From an optimization exercise on the open Yosys and OpenROAD flow, aimed at small area, a short achievable clock period and few clock cycles; shortcuts taken in it are not production practice. At most, simulation tests tie the RTL to the original design; equivalence was not proved. Power and IR drop assume default switching activity.

// log_record_deframer_core
module log_record_deframer_core #(
    parameter int unsigned QDEPTH = 2
) (
    input  logic                          i_clk,
    input  logic                          i_rst_n,
    input  logic                          i_cfg_wr_en,
    input  logic [lrd_pkg::CFG_IDX_W-1:0] i_cfg_index,
    input  logic [31:0]                   i_cfg_wr_data,
    input  logic                          i_valid,
    output logic                          o_stall,
    input  logic                          i_func,
    input  logic [7:0]                    i_log_byte,
    output logic                          o_valid,
    input  logic                          i_stall,
    output logic [2:0]                    o_kind,
    output logic [7:0]                    o_payload_byte,
    output logic [63:0]                   o_sequence_res,
    output logic                          o_tombstone,
    output logic [31:0]                   o_key_length,
    output logic [31:0]                   o_value_length,
    output logic                          o_last
);
export LEC_CHECK = 0
export CAP_MARGIN = 20
export CORE_MARGIN = 2
export CORE_UTILIZATION = 40
export CTS_CLUSTER_DIAMETER = 100
export CTS_CLUSTER_SIZE = 25
export SLEW_MARGIN = 20
create_clock -name core_clock -period 10.0 [get_ports {i_clk}]
standard.sh (not shown) runs the stock make flow with config.mk's settings and CLKGATE_MAP_FILE= SYNTH_SCRIPT=/design/flow/synth_recipe.tcl, a recipe that flattens the netlist after the stock synthesis.
==> flow/flow/run.sh <==
#!/bin/bash
# Standard layout with two changes: the port buffers are the smallest buffer cell
# (buf_1) instead of the default pick, and repair_timing aims for more setup slack than
# the flow settings allow. Every input and output port still gets its own buffer; the
# clock period and constraints are the standard flow's.
set -euo pipefail
export BUFFER_PORTS_ARGS="-buffer_cell sky130_fd_sc_hd__buf_1"
export SETUP_SLACK_MARGIN=6.0
bash standard.sh > standard_flow.log 2>&1
The starting point passed the timing, DRC and antenna checks.
Testbench counts at the start, summed over its fixed seeds: cycles 22,746.
==> next run, changes <==
--- a/flow/flow/run.sh
+++ b/flow/flow/run.sh
@@ -7,3 +7,3 @@
 export BUFFER_PORTS_ARGS="-buffer_cell sky130_fd_sc_hd__buf_1"
-export SETUP_SLACK_MARGIN=6.0
+export SETUP_SLACK_MARGIN=6.5
 bash standard.sh > standard_flow.log 2>&1
- CORE_UTILIZATION: 40 -> 60
Total power rises by 3.5%.
Via count rises by 2.9%.
Die area falls by about 33%.
Sequential power hardly moves.
Worst setup slack got worse by 0.28 ns.
==> next run, changes <==
- CORE_UTILIZATION: 60 -> 40
Hold slack stays flat.
Die area increases by about 50%.
Global-route usage decreases by 9.8 points.
Clock power increases by 9.6%.
Setup slack is better by 0.17 ns.
Cell area increases by about 1.4%.
Total power decreases by 1.4%.
Combinational power decreases by about 4%.
==> next run, changes <==
==> flow/flow/run.sh (replaced) <==
#!/bin/bash
# Standard layout, but the port buffers are the smallest buffer cell (buf_1) instead of
# the default pick; every input and output port still gets its own buffer.
set -euo pipefail
export BUFFER_PORTS_ARGS="-buffer_cell sky130_fd_sc_hd__buf_1"
bash standard.sh > standard_flow.log 2>&1
- SETUP_SLACK_MARGIN: not set -> 5
Effect:
- count of clock-buffer cells in the layout shrinks by 4
- first-iteration DRC count increases by 6.8%
- via count came out lower by about 2.8%
- power shrinks by about 20%
- die area does not change
- register-to-register slack is worse by 0.35 ns
- cell area decreases by 5.5%
- utilization went down by 2.6 points
==> next run, changes <==
==> flow/flow/run.sh (replaced) <==
#!/bin/bash
# Standard layout with two changes: the port buffers are the smallest buffer cell
# (buf_1) instead of the default pick, and repair_timing aims for more setup slack than
# the flow settings allow. Every input and output port still gets its own buffer; the
# clock period and constraints are the standard flow's.
set -euo pipefail
export BUFFER_PORTS_ARGS="-buffer_cell sky130_fd_sc_hd__buf_1"
export SETUP_SLACK_MARGIN=7.0
bash standard.sh > standard_flow.log 2>&1
- SETUP_SLACK_MARGIN: 5 -> not set
- global-route usage came out higher by 2.5 points
- area after synthesis stays the same
- cell area came out higher by about a fifth
- die area stays the same
- synthesized cell count does not change
- utilization came out higher by 6.5 points
- power came out higher by a quarter to a third
- fmax came out higher by roughly a tenth
- wire length came out higher by roughly a tenth
- combinational power came out higher by well over a third

---

Another version of the RTL of log_record_deframer_core (not shown whole).
Size: about 1800 cells after synthesis, roughly 380 flip-flops, roughly 20000 um2 of cells after synthesis.
export LEC_CHECK = 0
export CAP_MARGIN = 20
export CORE_MARGIN = 2
export CORE_UTILIZATION = 40
export CTS_CLUSTER_DIAMETER = 100
export CTS_CLUSTER_SIZE = 25
export SLEW_MARGIN = 20
create_clock -name core_clock -period 10.0 [get_ports {i_clk}]
==> flow/flow/run.sh <==
#!/bin/bash
# Standard layout with two changes: the port buffers are the smallest buffer cell
# (buf_1) instead of the default pick, and repair_timing aims for more setup slack than
# the flow settings allow. Every input and output port still gets its own buffer; the
# clock period and constraints are the standard flow's.
set -euo pipefail
export BUFFER_PORTS_ARGS="-buffer_cell sky130_fd_sc_hd__buf_1"
export SETUP_SLACK_MARGIN=6.0
bash standard.sh > standard_flow.log 2>&1
Testbench counts at the start, summed over its fixed seeds: cycles 22,746.
Edit:
- PLACE_DENSITY: default -> 0.8
What happened: Area after synthesis does not change. Final area rises slightly. Total power grows by a few percent. Wire length rose slightly. Clock-buffer cell count does not change. Sequential cell count does not change. Die area stays the same. First-iteration DRC count rises by about a fifth. Critical path depth is unchanged. Final cell count went up slightly. Non-clock buffer count went up by 16.
Edit:
--- a/flow/flow/run.sh
+++ b/flow/flow/run.sh
@@ -8 +8 @@
-export SETUP_SLACK_MARGIN=6.0
+export SETUP_SLACK_MARGIN=5.5
- PLACE_DENSITY: 0.8 -> default
The new run completed without violations.
Worst hold slack hardly moves.
Cell count goes down slightly.
Worst setup slack is worse by 240 ps.
Design area goes down by a few percent.
Routed wire length goes down by a few percent.
Utilization goes down by 1.7 points.
Clock power goes up slightly.
Synthesized area is unchanged.
Die area is unchanged.
Register-to-register slack is worse by 240 ps.
Via count goes down by a few percent.
Edit:
--- a/flow/flow/run.sh
+++ b/flow/flow/run.sh
@@ -8 +8 @@
-export SETUP_SLACK_MARGIN=5.5
+export SETUP_SLACK_MARGIN=6.8
Result: Flip-flop and latch count stays the same. Count of clock-buffer cells in the layout stays the same. Non-clock buffer count grows by 124. Clock power is lower by about 2%. Sequential power hardly moves. Fmax climbs by 5.5%.

---

Setup of run 1:
Another version of the RTL of log_record_deframer_core (not shown whole).
Size in the first run: about 1,800 cells after synthesis, roughly 380 flip-flops.
make LEC_CHECK=0 ABC_CLOCK_PERIOD_IN_PS=3000 CAP_MARGIN=20 CORE_MARGIN=2 CORE_UTILIZATION=40 CTS_BUF_LIST=sky130_fd_sc_hd__clkbuf_4 SLEW_MARGIN=20 finish   # period 10.0 ns
run.sh (not shown) runs the stock make flow with config.mk's settings and CLKGATE_MAP_FILE= SYNTH_SCRIPT=/design/flow/synth_recipe.tcl, a recipe that flattens the netlist after the stock synthesis.
Stock flow here: none of the scripts above is used.
Run 1 ended with every stage complete and zero timing, DRC or antenna violations.
Input changes introduced in run 2 (baseline for comparison: run 1):
Settings: CTS_BUF_LIST: sky130_fd_sc_hd__clkbuf_4 -> unset; ABC_CLOCK_PERIOD_IN_PS: 3000 -> unset.
[summary]
- Having completed the whole flow, run 2 delivered a layout that passed the timing, DRC and antenna checks.
- On final period demand of the worst path, run 1 loses to run 2.
- Summary — initial antenna violation count, run 2 relative to run 1: lower, by 2.
- Measured against each other, run 2 and run 1 differ in relative max-transition margin, the lower figure coming from run 2.
- Run 2 reports a higher proportion of power drawn by the clock network than run 1 does.
- The area fraction in compound gates after synthesis was comparable across run 2 and run 1.
- Diff run 1 -> run 2 | total detailed-routing wirelength | down slightly
- Power (run 2 vs. run 1) increases slightly
- Comparing synthesis-to-layout area growth for run 2 and run 1, the smaller number came from run 2.
- Run 2 reports a lower length of routed met2 wiring than run 1 does.
- Slack of the critical path in run 2 is 0.022 ns above run 1.
- Going from run 1 to run 2, vias per cell grew slightly.
Here is what was changed in the inputs of run 3 compared with run 2.
Settings: an added ABC_CLOCK_PERIOD_IN_PS of 3000; an added CTS_BUF_LIST of sky130_fd_sc_hd__clkbuf_4; an added SETUP_SLACK_MARGIN of 5.
Notes after the runs:
Relative to run 2, initial antenna violation count has increased by 2 in run 3. Relative to run 2, the wire length of the first global-routing pass of run 3 is higher by 1400 um. The run showing the smaller clock skew is run 2. The met3 wire length of run 3 exceeds that of run 2 by 3.2%. Compared with run 2, run 3 shows a register share of total power that is 0.2 points higher. The total power of run 3 is lower than that of run 2. Run 2 and run 3 ended up with roughly the same worst hold slack. | utilization after layout | run 3 vs run 2 | 0.27 points higher |. Run 3 falls short of run 2 in power dissipated by switching net loads. Comparing run 2 and run 3, share of the clock period used by the worst path after layout is higher on run 2.
Function was not checked in any run of this note: the RTL went through the layout flow alone.

---

job 6942:
Another version of the RTL of log_record_deframer_core (not shown whole).
Size: about 390 flip-flops, roughly 0.021 mm^2 of cells after synthesis.
export LEC_CHECK = 0
export CAP_MARGIN = 20
export CORE_MARGIN = 2
export CORE_UTILIZATION = 40
export CTS_CLUSTER_DIAMETER = 100
export CTS_CLUSTER_SIZE = 25
export SLEW_MARGIN = 20
create_clock -name core_clock -period 10.0 [get_ports {i_clk}]
standard.sh (not shown) runs the stock make flow with config.mk's settings and CLKGATE_MAP_FILE= SYNTH_SCRIPT=/design/flow/synth_recipe.tcl, a recipe that flattens the netlist after the stock synthesis.
==> flow/flow/run.sh <==
#!/bin/bash
# Standard layout with two changes: the port buffers are the smallest buffer cell
# (buf_1) instead of the default pick, and repair_timing aims for more setup slack than
# the flow settings allow. Every input and output port still gets its own buffer; the
# clock period and constraints are the standard flow's.
set -euo pipefail
export BUFFER_PORTS_ARGS="-buffer_cell sky130_fd_sc_hd__buf_1"
export SETUP_SLACK_MARGIN=6.5
bash standard.sh > standard_flow.log 2>&1
Modified inputs, job 1294 compared to job 6942
--- a/flow/flow/run.sh
+++ b/flow/flow/run.sh
@@ -8 +8 @@
-export SETUP_SLACK_MARGIN=6.5
+export SETUP_SLACK_MARGIN=7.5
--- outcome ---
Job 1294 vs. job 6942: count of cell instances traversed by the critical path went up by 1.
The core of job 1294 is more densely filled than that of job 6942.
met3 track demand over resource in global routing was higher in job 6942 than in job 1294.
Leakage power ended up 1.2 nW higher on job 1294 than on job 6942.
Sort job 1294 and job 6942 by via count, ascending, and job 6942 comes first.
Compared with job 6942, job 1294 shows a relative contribution of the clock network to total power that is 3.8 points lower.
Taking job 6942 as the reference point, the share of the clock period used by the worst path of job 1294 falls by 1.2 points.
Job 1294 vs job 6942: global routing usage on met2 up in job 1294
The lower setup slack came out of job 6942.
A launching instance or port of the critical path of r_hash[11] is what job 6942 shows, while r_hash[10] belongs to job 1294.
Going from job 6942 to job 1294, the final design area excluding fillers was found to have gone up by about 7%.
Relative to job 1294, the following input files were edited for job 3795:
Settings: putting SETUP_SLACK_MARGIN at 5 where nothing was set.
==> flow/flow/run.sh <==
#!/bin/bash
# Standard layout, but the port buffers are the smallest buffer cell (buf_1) instead of
# the default pick; every input and output port still gets its own buffer.
set -euo pipefail
export BUFFER_PORTS_ARGS="-buffer_cell sky130_fd_sc_hd__buf_1"
bash standard.sh > standard_flow.log 2>&1
### Flow results
Higher top fanout value on the critical path goes to job 3795 over job 1294.
Clock period minus worst slack in job 3795 vs job 1294: up 650 ps
When job 3795 is set beside job 1294, its share of the clock period used by the worst path turns out to be 6.5 points larger.
Job 3795: done, clean on timing, DRC and antenna
Against job 1294, job 3795 comes in 1.9 points lower on met1 usage in global routing.
On routed wire length, job 3795 does better than job 1294.
Job 3795 vs job 1294, final cell utilization of the core went down by 6.4 points.
Job 1294 → job 3795: I/O pin count was more or less identical; slew at the pin with the worst max-slew slack went up by 69 ps; fraction of met3 tracks used by global routing went up by 0.17 points.
Relative to job 1294, job 3795 improves power.
The total internal power of job 3795 was superior to that of job 1294.
No run of this note included a check of the RTL's function; only the layout flow was run.

-- what the ideal ports hide --
The flow's constraints put no driver on any port. The routed layouts listed below were extracted and timed again, unchanged, in two steps.
Step 1 sets driving cells, clkbuf_16 on the clock port and buf_2 on the other inputs (assumed; they add their load-dependent delay and slew).
Step 2 moves the port delays by t, midway between the first and last clock arrival at a register: inputs arrive t later, outputs are due t later. That takes back most of the time a late clock gives input paths.
a / b / c = ideal ports / drivers / drivers and shift; a / b = the first two.
run | shift t [ns] | setup WS [ns] | hold slack, ns | clock arrival spread, ns | pins driven straight from the clock port
the first run of note 1 | 0.622 | 5.667 / 5.667 / 5.667 | 0.459 / 0.459 / 0.459 | 0.034 / 0.034 | 1
the second run of note 1 | 0.583 | 5.390 / 5.390 / 5.390 | 0.459 / 0.459 / 0.459 | 0.021 / 0.020 | 1
the third run of note 1 | 0.603 | 5.560 / 5.560 / 5.560 | 0.461 / 0.461 / 0.461 | 0.031 / 0.031 | 1
the fourth run of note 1 | 0.609 | 5.207 / 5.207 / 5.207 | 0.455 / 0.455 / 0.455 | 0.031 / 0.031 | 1
the fifth run of note 1 | 0.597 | 5.675 / 5.675 / 5.675 | 0.459 / 0.459 / 0.459 | 0.031 / 0.031 | 1
the first run of note 2 | 0.601 | 5.769 / 5.769 / 5.769 | 0.469 / 0.469 / 0.469 | 0.037 / 0.037 | 1
the second run of note 2 | 0.603 | 5.844 / 5.844 / 5.844 | 0.466 / 0.466 / 0.466 | 0.055 / 0.055 | 1
the third run of note 2 | 0.605 | 5.599 / 5.599 / 5.599 | 0.467 / 0.467 / 0.467 | 0.027 / 0.027 | 1
the fourth run of note 2 | 0.611 | 5.827 / 5.827 / 5.827 | 0.469 / 0.469 / 0.469 | 0.037 / 0.036 | 1
run 1 | 0.869 | 4.821 / 4.821 / 4.821 | 0.452 / 0.452 / 0.452 | 0.045 / 0.045 | 1
run 2 | 0.622 | 4.843 / 4.843 / 4.843 | 0.452 / 0.452 / 0.452 | 0.020 / 0.020 | 1
run 3 | 0.868 | 5.202 / 5.202 / 5.202 | 0.452 / 0.452 / 0.452 | 0.046 / 0.046 | 1
job 6942 | 0.631 | 5.784 / 5.784 / 5.784 | 0.468 / 0.468 / 0.468 | 0.054 / 0.054 | 1
job 1294 | 0.615 | 5.908 / 5.908 / 5.908 | 0.457 / 0.457 / 0.457 | 0.043 / 0.044 | 1
job 3795 | 0.617 | 5.260 / 5.260 / 5.260 | 0.468 / 0.468 / 0.468 | 0.027 / 0.027 | 1
After both steps setup and hold are still met in every run listed.
